From an optimization exercise on the open Yosys and OpenROAD flow, aimed at small area, a short achievable clock period and few clock cycles per item; shortcuts taken in it are not production practice. Power figures rest on the tool's default switching activity, not on a simulated workload.

## chebyshev_clenshaw_evaluator_top
module chebyshev_clenshaw_evaluator_top #(
    parameter int MAX_TERMS = cce_pkg::MAX_TERMS_DEF,
    parameter int NRING     = 1
) (
    input  wire logic                                aclk,
    input  wire logic                                aresetn,
    input  wire logic                                cfg_valid,
    output logic                                     cfg_ready,
    input  wire logic [cce_pkg::DEG_W-1:0]           cfg_data,
    input  wire logic                                s_valid,
    output logic                                     s_ready,
    input  wire logic [cce_pkg::KIND_W-1:0]          s_kind,
    input  wire logic [cce_pkg::INDEX_W-1:0]         s_coeff_index,
    input  wire logic signed [cce_pkg::COEFF_W-1:0]  s_coeff_value,
    input  wire logic signed [cce_pkg::POINT_W-1:0]  s_point,
    output logic                                     m_valid,
    input  wire logic                                m_ready,
    output logic signed [cce_pkg::ACC_W-1:0]         m_value,
    output logic                                     m_saturated
);
    localparam int CW = cce_pkg::COEFF_W;
    localparam int PW = cce_pkg::POINT_W;
    localparam int AW = cce_pkg::ACC_W;
    localparam int BW = cce_pkg::BTH_W;
    localparam int NR = NRING;
    localparam int TW = (NRING > 2) ? 3 : 2;
    logic                 s_ready_reg;
    logic                 buf_v_reg;
    logic                 buf_kind_reg;
  ...
Size in the first run: ~3500 cells after synthesis, ~680 flip-flops, ~39000 sq um of cells after synthesis.
==> module chebyshev_clenshaw_evaluator_top, before the edit <==
module chebyshev_clenshaw_evaluator_top #(
    parameter int MAX_TERMS = cce_pkg::MAX_TERMS_DEF,
    parameter int NRING     = 1
) (
    input  wire logic                                aclk,
    input  wire logic                                aresetn,
    input  wire logic                                cfg_valid,
    output logic                                     cfg_ready,
    input  wire logic [cce_pkg::DEG_W-1:0]           cfg_data,
    input  wire logic                                s_valid,
    output logic                                     s_ready,
    input  wire logic [cce_pkg::KIND_W-1:0]          s_kind,
    input  wire logic [cce_pkg::INDEX_W-1:0]         s_coeff_index,
    input  wire logic signed [cce_pkg::COEFF_W-1:0]  s_coeff_value,
    input  wire logic signed [cce_pkg::POINT_W-1:0]  s_point,
    output logic                                     m_valid,
    input  wire logic                                m_ready,
    output logic signed [cce_pkg::ACC_W-1:0]         m_value,
    output logic                                     m_saturated
);
    localparam int CW = cce_pkg::COEFF_W;
    localparam int PW = cce_pkg::POINT_W;
    localparam int AW = cce_pkg::ACC_W;
    localparam int BW = cce_pkg::BTH_W;
    localparam int NR = NRING;
    localparam int TW = (NRING > 2) ? 3 : 2;
    logic                 s_ready_reg;
    logic                 buf_v_reg;
    logic                 buf_kind_reg;
    logic [3:0]           buf_idx_reg;
    logic [CW-1:0]        buf_val_reg;
    logic                 ldq_v_reg;
    logic [3:0]           ldq_idx_reg;
    logic [CW-1:0]        ldq_val_reg;
    logic [3:0]           degree_reg;
    logic [CW-1:0]        ctop_reg;       
    logic                 dirty_reg;      
    logic                 blk1_reg;       
    logic                 blk2_reg;
    logic [TW-1:0]        ins_cnt_reg;
    logic [TW-1:0]        del_cnt_reg;
    logic                 out_v_reg;
    logic [AW-1:0]        out_val_reg;
    logic                 out_sat_reg;
    logic          req_v, req_kind;
    logic [3:0]    req_idx;
    logic [CW-1:0] req_val;
    logic [PW-1:0] req_pt;
    logic [BW-1:0] req_bth;
    assign req_v    = buf_v_reg || s_valid;
    assign req_kind = buf_v_reg ? buf_kind_reg : s_kind;
    assign req_idx  = buf_v_reg ? buf_idx_reg : s_coeff_index;
    assign req_val  = buf_v_reg ? buf_val_reg : s_coeff_value;
    assign req_pt   = buf_v_reg ? buf_val_reg[PW-1:0] : s_point;
    assign req_bth  = cce_pkg::booth(req_pt);
    logic [NR-1:0]          mid2, idle2, fin2, done2, reads;
    logic [NR-1:0][TW-1:0]  tag2;
    logic [NR-1:0][AW-1:0]  res_val;
    logic [NR-1:0]          res_sat;
    logic [NR-1:0][3:0]     rd_addr;
    logic [NR-1:0][CW-1:0]  rd_data;
    logic [NR-1:0]          deliver_r, free_r, ins_r;
    logic [3:0] ins_addr;
    logic       ins_last;
    assign ins_addr = (degree_reg == 4'd0) ? 4'd0 : degree_reg - 4'd1;
    assign ins_last = (degree_reg <= 4'd1);
    logic ins_any, ld, deliver;
    assign ld      = req_v && (req_kind == cce_pkg::KIND_LOAD) && !(|reads);
    assign ins_any = req_v && (req_kind == cce_pkg::KIND_EVAL) && (|free_r) && !blk1_reg && !blk2_reg;
    assign deliver = |deliver_r;
    for (genvar r = 0; r < NR; r++) begin : g_ring
        assign deliver_r[r] = done2[r] && (tag2[r] == del_cnt_reg) && (!out_v_reg || m_ready);
        assign free_r[r]    = idle2[r] || (fin2[r] && deliver_r[r]);
        if (r == 0) begin : g_first
            assign ins_r[r] = ins_any && free_r[r];
        end else begin : g_next
            assign ins_r[r] = ins_any && free_r[r] && !(|free_r[r-1:0]);
        end
        cce_seq #(
            .TAG_W (TW)
        ) u_ring (
            .aclk     (aclk),
            .aresetn  (aresetn),
            .mid2     (mid2[r]),
            .idle2    (idle2[r]),
            .fin2     (fin2[r]),
            .done2    (done2[r]),
            .tag2     (tag2[r]),
            .reads    (reads[r]),
            .res_val  (res_val[r]),
            .res_sat  (res_sat[r]),
            .rd_addr  (rd_addr[r]),
            .rd_data  (rd_data[r]),
            .rd_top   ((r == 0) && cfg_valid),
            .top_addr (cfg_data),
            .ins_addr (ins_addr),
            .ins_last (ins_last),
            .deliver  (deliver_r[r]),
            .ins      (ins_r[r]),
            .ins_tag  (ins_cnt_reg),
            .ins_bth  (req_bth),
            .ins_b    (ctop_reg)
        );
    end
    logic [AW-1:0] dlv_val;
    logic          dlv_sat;
    always_comb begin
        dlv_val = res_val[0];
        dlv_sat = res_sat[0];
        for (int r = 1; r < NR; r++) begin
            if (done2[r] && (tag2[r] == del_cnt_reg)) begin
                dlv_val = res_val[r];
                dlv_sat = res_sat[r];
            end
        end
    end
    cce_coeff_store #(
        .NRD (NR)
    ) u_store (
        .aclk     (aclk),
        .aresetn  (aresetn),
        .wr_en    (ldq_v_reg),
        .wr_index (ldq_idx_reg),
        .wr_data  (ldq_val_reg),
        .rd_addr  (rd_addr),
        .rd_data  (rd_data)
    );
    assign s_ready   = s_ready_reg;
    assign cfg_ready = 1'b1;
    always_ff @(posedge aclk) begin
        if (ins_any) begin
            ins_cnt_reg <= ins_cnt_reg + 1'b1;
        end
        if (deliver) begin
            del_cnt_reg <= del_cnt_reg + 1'b1;
            out_val_reg <= dlv_val;
            out_sat_reg <= dlv_sat;
        end
        out_v_reg <= deliver || (out_v_reg && !m_ready);
        if (!buf_v_reg) begin
            buf_kind_reg <= s_kind;
            buf_idx_reg  <= s_coeff_index;
            buf_val_reg  <= (s_kind == cce_pkg::KIND_EVAL) ? CW'(s_point) : s_coeff_value;
        end
        buf_v_reg   <= req_v && !(ins_any || ld);
        s_ready_reg <= !(req_v && !(ins_any || ld));
        ldq_v_reg   <= ld;
        ldq_idx_reg <= req_idx;
        ldq_val_reg <= req_val;
        if (cfg_valid) begin
            degree_reg <= cfg_data;
        end
        if (ldq_v_reg && (ldq_idx_reg == degree_reg)) begin
            ctop_reg <= (degree_reg == 4'd0) ? '0 : ldq_val_reg;
        end else if (dirty_reg) begin
            ctop_reg <= (degree_reg == 4'd0) ? '0 : rd_data[0];
        end
        dirty_reg <= cfg_valid;
        blk1_reg  <= cfg_valid || ld;
        blk2_reg  <= blk1_reg;
        if (!aresetn) begin
            ins_cnt_reg <= '0;
            del_cnt_reg <= '0;
            out_v_reg   <= 1'b0;
            buf_v_reg   <= 1'b0;
            s_ready_reg <= 1'b1;
            ldq_v_reg   <= 1'b0;
            degree_reg  <= '0;
            ctop_reg    <= '0;
            dirty_reg   <= 1'b0;
            blk1_reg    <= 1'b1;
            blk2_reg    <= 1'b1;
        end
    end
    assign m_valid     = out_v_reg;
    assign m_value     = out_val_reg;
    assign m_saturated = out_sat_reg;
endmodule
make LEC_CHECK=0 ABC_CLOCK_PERIOD_IN_PS=3000 CAP_MARGIN=20 CORE_MARGIN=2 CORE_UTILIZATION=40 SLEW_MARGIN=20 finish   # period 11.0 ns
run.sh (not shown) runs the stock make flow with config.mk's settings and CLKGATE_MAP_FILE= SYNTH_SCRIPT=/design/flow/synth_recipe.tcl, a recipe that flattens the netlist after the stock synthesis.
Change:
--- a/flow/design.v
+++ b/flow/design.v
@@ -989,9 +989,9 @@
 `default_nettype wire
 `default_nettype none
 module chebyshev_clenshaw_evaluator_top #(
     parameter int MAX_TERMS = cce_pkg::MAX_TERMS_DEF,
-    parameter int NRING     = 1
+    parameter int NRING     = 2
 ) (
     input  wire logic                                aclk,
     input  wire logic                                aresetn,
     input  wire logic                                cfg_valid,
After rerunning: The changed run finished clean; synthesized area increases by 63%; hold slack hardly moves; cell area goes up by about 60%; global-route usage goes up by 2.1 points; clock-buffer cell count came out higher by 45; total power grows by 58%; worst setup slack gets worse by 0.64 ns.
No run of this note included a check of the RTL's function; only the layout flow was run.

## static timing again, ports no longer ideal
No port has a modelled driver above. Below, the same layouts with a new extraction and two added sets of constraints.
Step 1: set_driving_cell puts a clkbuf_16 on aclk and a buf_2 on each other input, an assumption about the parent block.
Step 2 times the ports against the registers' clock, not the clock port: input delays grow and output delays shrink by t, the midpoint of the rising clock arrivals with the driver on.
Three values: ideal, step 1, step 2; two values: the first two.
run	t, ns	slack for setup (ns)	worst setup path at the end
the first run	0.694	4.861 / 4.861 / 4.861	register to register
the second run	0.805	4.219 / 4.219 / 4.219	register to register
After both steps every run listed still meets setup and hold.
